Background: an optimization exercise with open tools, aiming at small area and a short achievable clock period. Do not read the settings as production practice. RTL that was checked went through simulation tests only; none was proved equivalent to the original. Power figures rest on the tool's default switching activity, not on a simulated workload. No driver is modelled on the clock port, so clocking that relies on it looks cheaper here than on a real chip.

==> flow/design.v (excerpt) <==
module cfgTop
(
  input  logic                    clk,
  input  logic                    rstN,
  input  logic                    psel,
  input  logic                    penable,
  input  logic                    pwrite,
  input  logic [8-1:0]  paddr,
  input  logic [16-1:0]                pwdata,
  output logic [16-1:0]                     prdata,
  output logic                         pready,
  output logic                         pslverr,
  output logic [10-1:0]         filtsUsed,
  output logic [27-1:0]         incrementConstant,
  output logic [27-1:0]         decayConstant,
  output logic [4-1:0]          gensUsed,
  output logic [4-1:0]          gensEn,
  output logic                         reportTags,
  output logic                         pReset,
  output logic                         sReset,
  output logic                         progValid,
  input  logic                    progReady,
  output logic [4-1:0]          progGenIdx,
  output logic [16-1:0]        progPeriod,
  output logic [16-1:0]        progTicks,
  output logic [11-1:0]           progTag,
  output logic [48-1:0]                         currentTime,
  output logic                         unitTick,
  output logic                         hbPulse
);
  logic [32-1:0][16-1:0] regBank;
  logic [16-1:0]                 chunkData;
  logic                     chunkTake;
  logic                     progValidNext;
  logic [16-1:0]                  unitLen;
  ...
export LEC_CHECK = 0
export CAP_MARGIN = 20
export CORE_MARGIN = 2
export CORE_UTILIZATION = 65
export SETUP_SLACK_MARGIN = 3.3
export SLEW_MARGIN = 20
create_clock -name core_clock -period 6.0 [get_ports {clk}]
standard.sh (not shown) runs the stock make flow with config.mk's settings and CLKGATE_MAP_FILE= SYNTH_SCRIPT=/design/flow/synth_recipe.tcl, a recipe that flattens the netlist after the stock synthesis.
==> flow/flow/run.sh <==
#!/bin/bash
# Standard layout, with plain buf_2 cells as the port buffers and a clock
# tree without dummy loads. Each tool's output goes to a log of its own here.
set -euo pipefail
export BUFFER_PORTS_ARGS="-buffer_cell sky130_fd_sc_hd__buf_2"
export CTS_ARGS="-sink_clustering_enable -repair_clock_nets -dont_use_dummy_load -sink_clustering_size 20 -sink_clustering_max_diameter 100"
bash standard.sh synth > make_synth.log 2>&1
bash standard.sh > make_layout.log 2>&1
The baseline passed the timing, DRC and antenna checks.
==> next run, changes <==
- SETUP_SLACK_MARGIN: 3.3 -> 3.4
=>
- The new run finished clean
- die area is unchanged
- critical path depth rises by 6
- routed wire length rises by 1.4%
- worst setup slack gets better by 77 ps
- cell count rises by 0.61%
- core utilization rises by 1.2 points
- total power stays flat
- count of clock-buffer cells in the layout does not change
==> next run, changes <==
- CORE_UTILIZATION: 65 -> 55
Outcome:
- The new run produced a clean layout
- synthesized cell count stays the same
- fmax stays flat
- power hardly moves
- worst setup slack barely changes
==> next run, changes <==
- SETUP_SLACK_MARGIN: 3.4 -> 3.3
After rerunning: The new run finished with timing, DRC and antenna clean; die area does not change; global-route usage went up by 1.5 points; hold slack hardly moves; flip-flop and latch count stays the same; setup slack loses 4.1 ps; area after synthesis is unchanged.

========
## run 1
cfgTop, a different RTL version from the one above (not shown whole).
For scale: roughly 720 flip-flops, roughly 220 I/O pins.
==> flow/config.mk <==
export PLATFORM = sky130hd
export DESIGN_NAME = cfgTop
export DESIGN_NICKNAME = cfgTop
export VERILOG_FILES = /design/flow/design.v
export SDC_FILE = /design/flow/constraint.sdc
export NUM_CORES = 4
export LEC_CHECK = 0
export CAP_MARGIN = 20
export CORE_MARGIN = 2
export CORE_UTILIZATION = 60
export SETUP_SLACK_MARGIN = 3.5
export SLEW_MARGIN = 20
==> flow/constraint.sdc <==
create_clock -name core_clock -period 6.0 [get_ports {clk}]
set_input_delay 1.2000 -clock core_clock [delete_from_list [all_inputs] [get_ports {clk}]]
set_output_delay 1.2000 -clock core_clock [all_outputs]
set_load 0.01 [all_outputs]
==> flow/flow/run.sh <==
#!/bin/bash
# Standard layout, with plain buf_2 cells as the port buffers and a clock
# tree without dummy loads. Each tool's output goes to a log of its own here.
set -euo pipefail
export BUFFER_PORTS_ARGS="-buffer_cell sky130_fd_sc_hd__buf_2"
export CTS_ARGS="-sink_clustering_enable -repair_clock_nets -dont_use_dummy_load"
bash standard.sh synth > make_synth.log 2>&1
bash standard.sh > make_layout.log 2>&1
Input-level comparison between run 2 and run 1:
diff --git a/flow/flow/run.sh b/flow/flow/run.sh
--- a/flow/flow/run.sh
+++ b/flow/flow/run.sh
@@ -5,3 +5,3 @@
 export BUFFER_PORTS_ARGS="-buffer_cell sky130_fd_sc_hd__buf_2"
-export CTS_ARGS="-sink_clustering_enable -repair_clock_nets -dont_use_dummy_load"
+export CTS_ARGS="-sink_clustering_enable -repair_clock_nets -dont_use_dummy_load -sink_clustering_size 30 -sink_clustering_max_diameter 120"
 bash standard.sh synth > make_synth.log 2>&1
Findings:
- Relative to run 1, post-route total power decreased by 1700 uW in run 2.
- The met2 routed wirelength reported for run 2 is smaller than that of run 1 by 0.95%.
- NOTE: clock network power in run 2 falls short of that of run 1
- In run 2, register-to-register slack is lower than in run 1.
No run of this note included a check of the RTL's function; only the layout flow was run.

========
== main ==
cfgTop, a different RTL version from the one above (not shown whole).
For scale: roughly 2700 cells after synthesis, ~730 flip-flops, roughly 220 I/O pins, roughly 0.034 mm2 of cells after synthesis.
clock: 6.0 ns
lec_check: 0
cap_margin: 20
core_margin: 2
core_utilization: 60
setup_slack_margin: 3.3
slew_margin: 20
run.sh (not shown) runs the stock make flow with config.mk's settings and CLKGATE_MAP_FILE= SYNTH_SCRIPT=/design/flow/synth_recipe.tcl, a recipe that flattens the netlist after the stock synthesis.
Stock flow here: none of the scripts above is used.
Every stage of the flow completed for main, and the final layout passed the timing, DRC and antenna checks.
What the feature branch does differently from main at the input level:
# main
export LEC_CHECK = 0
export CAP_MARGIN = 20
export CORE_MARGIN = 2
export CORE_UTILIZATION = 60
export SETUP_SLACK_MARGIN = 3.3
export SLEW_MARGIN = 20
create_clock -name core_clock -period 6.0 [get_ports {clk}]
# the feature branch
export LEC_CHECK = 0
export CAP_MARGIN = 20
export CORE_MARGIN = 2
export CORE_UTILIZATION = 60
export SETUP_SLACK_MARGIN = 3.7
export SLEW_MARGIN = 20
create_clock -name core_clock -period 6.0 [get_ports {clk}]
==> flow/flow/run.sh (new file) <==
#!/bin/bash
# Standard layout, with plain buf_2 cells as the port buffers and a clock
# tree without dummy loads. Each tool's output goes to a log of its own here.
set -euo pipefail
export BUFFER_PORTS_ARGS="-buffer_cell sky130_fd_sc_hd__buf_2"
export CTS_ARGS="-sink_clustering_enable -repair_clock_nets -dont_use_dummy_load"
bash standard.sh synth > make_synth.log 2>&1
bash standard.sh > make_layout.log 2>&1
==> flow/standard.sh (new file) <==
#!/bin/bash
# synth_recipe.tcl (not shown) runs the flow's synth.tcl, then flattens the netlist and writes it again
# the make line also repeats each setting of config.mk as NAME=value (left out here)
make -C /OpenROAD-flow-scripts/flow DESIGN_CONFIG=/design/flow/config.mk WORK_HOME=/design/flow/orfs CLKGATE_MAP_FILE= SYNTH_SCRIPT=/design/flow/synth_recipe.tcl "${@:-finish}"
removed: flow/run.sh
[summary]
Looking at diode insertion count for antenna repair, the feature branch sits below main. The feature branch leaves more setup margin than main. Taking main as the reference point, the share of final layout cell area taken by non-clock buffers of the feature branch rises by 3.0 points. In the metrics for the feature branch and main, the one carrying the lower global-route wire length before repair is main. Via count of the first global-routing pass in the feature branch vs main: up 538. Fmax, the feature branch and main: higher on the feature branch. The feature branch ran to completion and came out clean on the timing, DRC and antenna checks. Looking at global-route usage, the feature branch sits 0.26 points above main.
Function was not checked in any run of this note: the RTL went through the layout flow alone.

## port drivers added, routing unchanged
The results above use ideal ports. As a check the final layouts listed here were re-extracted and re-timed, cells and wires unchanged.
Step 1 sets driving cells, clkbuf_16 on the clock port and buf_2 on the other inputs (assumed; they add their load-dependent delay and slew).
Step 2 adds t to the input delays and takes it off the output delays; t is the mean of the earliest and latest rising clock arrival at the registers after step 1. Input paths then give back, and output paths get back, about the clock's delay inside the block.
Three values: no drivers, after step 1, after step 2; two values: the first two.
run	t (ns)	setup slack, ns	cell pins on the clock port's net
the first run of note 1	0.657	3.180 / 3.168 / 2.511	1
the second run of note 1	0.670	3.257 / 3.265 / 2.595	1
the third run of note 1	0.676	3.254 / 3.226 / 2.550	1
the fourth run of note 1	0.663	3.250 / 3.244 / 2.607	1
run 1	0.672	3.230 / 3.230 / 2.777	1
run 2	0.692	3.196 / 3.196 / 2.790	1
main	0.700	3.091 / 3.091 / 2.434	1
the feature branch	0.663	3.144 / 3.144 / 2.559	1
After both steps every run listed still meets setup and hold. For the third run of note 1, which loses most, drivers alone change the setup slack by -0.028 ns; drivers and shift together by -0.704 ns.
